Background: an optimization exercise with open tools, aiming at small area, a short achievable clock period and few clock cycles per item. Do not read the settings as production practice.
Function was checked by simulation only, so behaviour that the tests miss may differ from the original.
No activity file was given, so power comes from the tool's default toggle rates.

==> build 24: inputs <==
==> flow/design.v (excerpt) <==
module fc_layer_engine #(
    parameter int N_IN  = 64,
    parameter int N_OUT = 16,
    parameter int DW    = 10,
    parameter int WW    = 9,
    parameter int BW    = 11,
    parameter int ACCW  = 25,
    parameter int OW    = 16,
    parameter int SHIFT = 0
) (
    input  logic                       clk,
    input  logic                       rst_n,
    input  logic                       in_valid,
    input  logic [DW-1:0]              in_data,
    output logic                       in_ready,
    output logic [fc_pkg::idx_w(N_IN)-1:0] w_addr,
    input  logic [N_OUT*WW-1:0]        weight,
    input  logic [N_OUT*BW-1:0]        bias,
    output logic                       out_valid,
    input  logic                       out_ready,
    output logic [OW-1:0]              out_data,
    output logic [fc_pkg::idx_w(N_OUT)-1:0] out_idx,
    output logic                       layer_done
);
export LEC_CHECK = 0
export CAP_MARGIN = 20
export CORE_MARGIN = 2
export CORE_UTILIZATION = 55
export SETUP_SLACK_MARGIN = 0.4
export SLEW_MARGIN = 20
create_clock -name core_clock -period 8.5 [get_ports {clk}]
run.sh (not shown) runs the stock make flow with config.mk's settings and CLKGATE_MAP_FILE= SYNTH_SCRIPT=/design/flow/synth_recipe.tcl, a recipe that flattens the netlist after the stock synthesis.
==> build 11: changes against build 24 <==
- SETUP_SLACK_MARGIN: 0.4 -> 5.0
==> trial 75: changes against build 24 <==
--- a/flow/design.v
+++ b/flow/design.v
@@ -16,11 +16,11 @@
     input  logic [4:0]             neg,
     input  logic [4:0]             nsg,
     input  logic [4:0]             nz,
     input  logic [8:0]             weight,
     input  logic [10:0]            bias,
-    output logic [17:0]            res
+    output logic [15:0]            res
 );
     localparam logic [9:0] KC_HI = 10'd683;
     localparam logic [9:0] KC_HM = 10'd682;
     logic [24:0] r_a, r_b;
     logic [24:0] x, bg, k;
@@ -335,11 +335,11 @@
     assign ovf0 = !((&hi0) || !(|hi0));
     assign ovf1 = !((&hi1) || !(|hi1));
     assign ovf = c15 ? ovf1 : ovf0;
     assign sgn = c15 ? hi1[9] : hi0[9];
     assign s15 = c15 ? hi1[0] : hi0[0];
-    assign res = {sgn, ovf, s15, lo_s};
+    assign res = ovf ? {sgn, {15{!sgn}}} : {s15, lo_s};
 endmodule
 module fc_layer_engine #(
     parameter int N_IN  = 64,
     parameter int N_OUT = 16,
     parameter int DW    = 10,
@@ -364,64 +364,54 @@
     output logic                       layer_done
 );
     localparam int IN_W  = fc_pkg::idx_w(N_IN);
     localparam int OUT_W = fc_pkg::idx_w(N_OUT);
     localparam int ND    = (DW + 1) / 2;       
-    localparam int RW    = OW + 2;             
     logic                   r_in_ready;
-    logic                   r_in_stall;  
     logic [IN_W-1:0]        r_in_cnt;
-    logic                   r_cnt_zero;  
-    logic                   r_cnt_last;  
     logic                   r_pend;      
     logic                   r_last;      
     logic                   r_fin;       
-    logic                   r_ob_full;   
-    logic [OUT_W-1:0]       r_rd_idx;    
-    logic                   r_rd_last;   
-    logic                   r_out_valid;
-    logic                   r_out_vint;  
-    logic [OUT_W-1:0]       r_out_idx;
-    logic                   r_out_last;  
-    logic [OW-1:0]          r_out_data;
+    logic                   r_ob_valid;
+    logic [OUT_W-1:0]       r_ob_idx;
     logic                   r_done;
-    logic [RW-1:0]          r_obuf [N_OUT];
-    logic [RW-1:0]          w_raw  [N_OUT];
     localparam int NG = 4;
     logic [ND-1:0]          g_one [NG];
     logic [ND-1:0]          g_two [NG];
     logic [ND-1:0]          g_neg [NG];
     logic [ND-1:0]          g_nsg [NG];
     logic [ND-1:0]          g_nz  [NG];
     logic                   g_first [NG];
     logic [N_OUT*WW-1:0]    r_w;
     logic                   w_first_n;
+    logic signed [OW-1:0]   w_res [N_OUT];
+    logic [OW-1:0]          r_obuf [1:N_OUT-1];
+    logic [OW-1:0]          r_out_data;
     logic                   w_in_fire;
+    logic                   w_cnt_last;
     logic                   w_out_fire;
+    logic                   w_out_last;
     logic                   w_capture;
-    logic                   w_move;
     logic [IN_W-1:0]        w_in_cnt_n;
     logic                   w_pend_n;
-    logic                   w_ob_full_n;
-    logic                   w_in_ready_n;
+    logic                   w_ob_valid_n;
     logic [ND-1:0]          w_one, w_two, w_neg;
     logic [DW:0]            w_xe;
-    logic [RW-1:0]          w_rd;
     assign in_ready   = r_in_ready;
     assign w_addr     = r_in_cnt;
-    assign out_valid  = r_out_valid;
-    assign out_idx    = r_out_idx;
+    assign out_valid  = r_ob_valid;
+    assign out_idx    = r_ob_idx;
     assign out_data   = r_out_data;
     assign layer_done = r_done;
-    assign w_in_fire  = in_valid && !r_in_stall;
-    assign w_out_fire = r_out_vint && out_ready;
-    assign w_capture  = r_fin && !r_ob_full;
-    assign w_move     = r_ob_full && (!r_out_vint || out_ready);
-    assign w_in_cnt_n  = w_in_fire ? r_in_cnt + IN_W'(1) : r_in_cnt;
-    assign w_pend_n    = (w_in_fire && r_cnt_last) || (r_pend && !w_capture);
-    assign w_ob_full_n = w_capture || (r_ob_full && !(w_move && r_rd_last));
-    assign w_in_ready_n = !(w_in_fire ? r_cnt_last : r_cnt_zero) || !w_pend_n || !w_ob_full_n;
+    assign w_in_fire  = in_valid && r_in_ready;
+    assign w_cnt_last = (r_in_cnt == IN_W'(N_IN - 1));
+    assign w_out_fire = r_ob_valid && out_ready;
+    assign w_out_last = (r_ob_idx == OUT_W'(N_OUT - 1));
+    assign w_capture  = r_fin && !r_ob_valid;
+    assign w_in_cnt_n   = w_in_fire ? ((w_cnt_last) ? '0 : r_in_cnt + IN_W'(1)) : r_in_cnt;
+    assign w_pend_n     = (w_in_fire && w_cnt_last) || (r_pend && !w_capture);
+    assign w_ob_valid_n = w_capture || (r_ob_valid && !(w_out_fire && w_out_last));
     assign w_xe = {in_data, 1'b0};
     genvar d;
     generate
         for (d = 0; d < ND; d++) begin : g_booth
             logic b2, b1, b0;
@@ -433,56 +423,34 @@
             assign w_neg[d] = b2 & ~(b1 & b0);
         end
     endgenerate
     always_ff @(posedge clk or negedge rst_n) begin
         if (!rst_n) begin
-            r_in_ready  <= 1'b0;
-            r_in_stall  <= 1'b1;
-            r_in_cnt    <= '0;
-            r_cnt_zero  <= 1'b1;
-            r_cnt_last  <= 1'b0;
-            r_pend      <= 1'b0;
-            r_last      <= 1'b0;
-            r_fin       <= 1'b0;
-            r_ob_full   <= 1'b0;
-            r_rd_idx    <= '0;
-            r_rd_last   <= 1'b0;
-            r_out_valid <= 1'b0;
-            r_out_vint  <= 1'b0;
-            r_out_idx   <= '0;
-            r_out_last  <= 1'b0;
-            r_done      <= 1'b0;
+            r_in_ready <= 1'b0;
+            r_in_cnt   <= '0;
+            r_pend     <= 1'b0;
+            r_last     <= 1'b0;
+            r_fin      <= 1'b0;
+            r_ob_valid <= 1'b0;
+            r_ob_idx   <= '0;
+            r_done     <= 1'b0;
         end else begin
-            r_in_cnt    <= w_in_cnt_n;
-            r_cnt_zero  <= (w_in_cnt_n == '0);
-            r_cnt_last  <= (w_in_cnt_n == IN_W'(N_IN - 1));
-            r_pend      <= w_pend_n;
-            r_in_ready  <= w_in_ready_n;
-            r_in_stall  <= !w_in_ready_n;
-            r_last      <= w_in_fire && r_cnt_last;
-            r_fin       <= r_last || (r_fin && !w_capture);
-            r_ob_full   <= w_ob_full_n;
+            r_in_cnt   <= w_in_cnt_n;
+            r_pend     <= w_pend_n;
+            r_in_ready <= (w_in_cnt_n != '0) || !w_pend_n || !w_ob_valid_n;
+            r_last     <= w_in_fire && w_cnt_last;
+            r_fin      <= r_last || (r_fin && !w_capture);
+            r_ob_valid <= w_ob_valid_n;
             if (w_capture) begin
-                r_rd_idx  <= '0;
-                r_rd_last <= 1'b0;
-            end else if (w_move) begin
-                r_rd_idx  <= r_rd_idx + OUT_W'(1);
-                r_rd_last <= (r_rd_idx == OUT_W'(N_OUT - 2));
-            end
-            if (w_move) begin
-                r_out_valid <= 1'b1;
-                r_out_vint  <= 1'b1;
-                r_out_idx   <= r_rd_idx;
-                r_out_last  <= r_rd_last;
+                r_ob_idx <= '0;
             end else if (w_out_fire) begin
-                r_out_valid <= 1'b0;
-                r_out_vint  <= 1'b0;
+                r_ob_idx <= r_ob_idx + OUT_W'(1);
             end
-            r_done      <= w_out_fire && r_out_last;
+            r_done     <= w_out_fire && w_out_last;
         end
     end
-    assign w_first_n = w_in_fire && r_cnt_zero;
+    assign w_first_n = w_in_fire && (r_in_cnt == '0);
     always_ff @(posedge clk) begin
         r_w <= weight;
     end
     genvar g;
     generate
@@ -546,23 +514,24 @@
                 .neg    (g_neg[G]),
                 .nsg    (g_nsg[G]),
                 .nz     (g_nz[G]),
                 .weight (r_w[k*WW +: WW]),
                 .bias   (bias[k*BW +: BW]),
-                .res    (w_raw[k])
+                .res    (w_res[k])
             );
         end
     endgenerate
     always_ff @(posedge clk) begin
         if (w_capture) begin
-            for (int i = 0; i < N_OUT; i++) begin
-                r_obuf[i] <= w_raw[i];
+            for (int i = 1; i < N_OUT; i++) begin
+                r_obuf[i] <= w_res[i];
             end
         end
     end
-    assign w_rd = r_obuf[r_rd_idx];
     always_ff @(posedge clk) begin
-        if (w_move) begin
-            r_out_data <= w_rd[OW] ? {w_rd[OW+1], {(OW-1){!w_rd[OW+1]}}} : w_rd[OW-1:0];
+        if (w_capture) begin
+            r_out_data <= w_res[0];
+        end else if (w_out_fire && !w_out_last) begin
+            r_out_data <= r_obuf[r_ob_idx + OUT_W'(1)];
         end
     end
 endmodule
==> comparison table <==
quantity                                                                          build 11                  trial 75                 build 24
Worst setup endpoint                                     g_lane[15].u_lane.r_b[11]$_DFF_P_  r_obuf[14][14]$_DFFE_PP_  r_obuf[7][16]$_DFFE_PP_
CP peak stage delay                                                                 540 ps                    720 ps                   610 ps
Post-detail-place hpwl                                                              225 mm                    226 mm                   222 mm
Largest net degree at the start of global routing                                      159                       134                      169
Placed cell count                                                                    11000                     11500                    11000
CP max FO                                                                                5                         9                        6
Total routing resource utilization after global routing                              0.368                     0.342                    0.346
Tap Count                                                                             2233                      2325                     2233
Smallest hold slack                                                                 433 ps                    427 ps                   433 ps
Buf/Inv on CP                                                                            7                         0                        0
Slew of the pin with the lowest slew margin                                        1250 ps                   1200 ps                  1230 ps
Final Total Pwr                                                                    45.7 mW                   43.5 mW                  43.5 mW
Synthesized-area fraction occupied by adder cells                                    0.292                     0.287                    0.292
Total number of multi-input combinational cells                                       5853                      6244                     5852
Leakage Power                                                                      47.8 nW                   46.6 nW                  45.3 nW
Layout Utilization                                                                   0.651                     0.615                    0.615
Slowest CP cell                                                                    dfstp_2                    xor2_1                a2111oi_0
Non-clock inverters                                                                   1086                      1124                     1086
Seq/total area                                                                       0.283                     0.278                    0.298
Mean area per synthesized cell                                                   10.8 um^2                 10.4 um^2                10.8 um^2
Die width                                                                           418 um                    422 um                   418 um
Outcome                                                   no timing/DRC/antenna violations  no timing/DRC/antenna violations  no timing/DRC/antenna violations
Setup repair bufs after CTS                                                            144                         0                        0
Synthesized area                                                                94400 um^2                96000 um^2               94400 um^2
Area delta synth->final                                                              18.1%                     11.1%                    11.5%
Final period utilization                                                             0.430                     0.582                    0.523
Number of clock buffer instances in the layout                                         211                       225                      205
Testbench counts of build 24, summed over its fixed seeds: cycles 12,440, items 192.
Testbench counts of build 11, summed over its fixed seeds: cycles 12,440, items 192.
Testbench counts of trial 75, summed over its fixed seeds: cycles 12,432, items 192.

==> afterwards: timing with drivers on the ports <==
No port has a modelled driver above. Below, the same layouts with a new extraction and two added sets of constraints. Step 1 assumes that a clkbuf_16 drives the clock port and a buf_2 every other input. Step 2 also shifts input and output timing later by t, the mid clock arrival at the registers, as if the neighbouring blocks saw the same clock. Three values: no drivers, after step 1, after step 2; two values: the first two.
| run | t (ns) | setup slack, ns | latest minus earliest clock arrival (ns) | slew at the worst register clock pin (ns) | pins driven straight from the clock port |
|---|---|---|---|---|---|
| build 24 | 0.901 | 4.053 / 4.053 / 3.716 | 0.038 / 0.039 | 0.07 / 0.07 | 1 |
| build 11 | 0.908 | 4.843 / 4.843 / 4.087 | 0.037 / 0.038 | 0.07 / 0.07 | 1 |
| trial 75 | 0.894 | 3.555 / 3.555 / 3.555 | 0.030 / 0.030 | 0.07 / 0.07 | 1 |
After both steps every run listed still meets setup and hold. For build 11, which loses most, drivers alone change the setup slack by 0.000 ns; drivers and shift together by -0.756 ns.
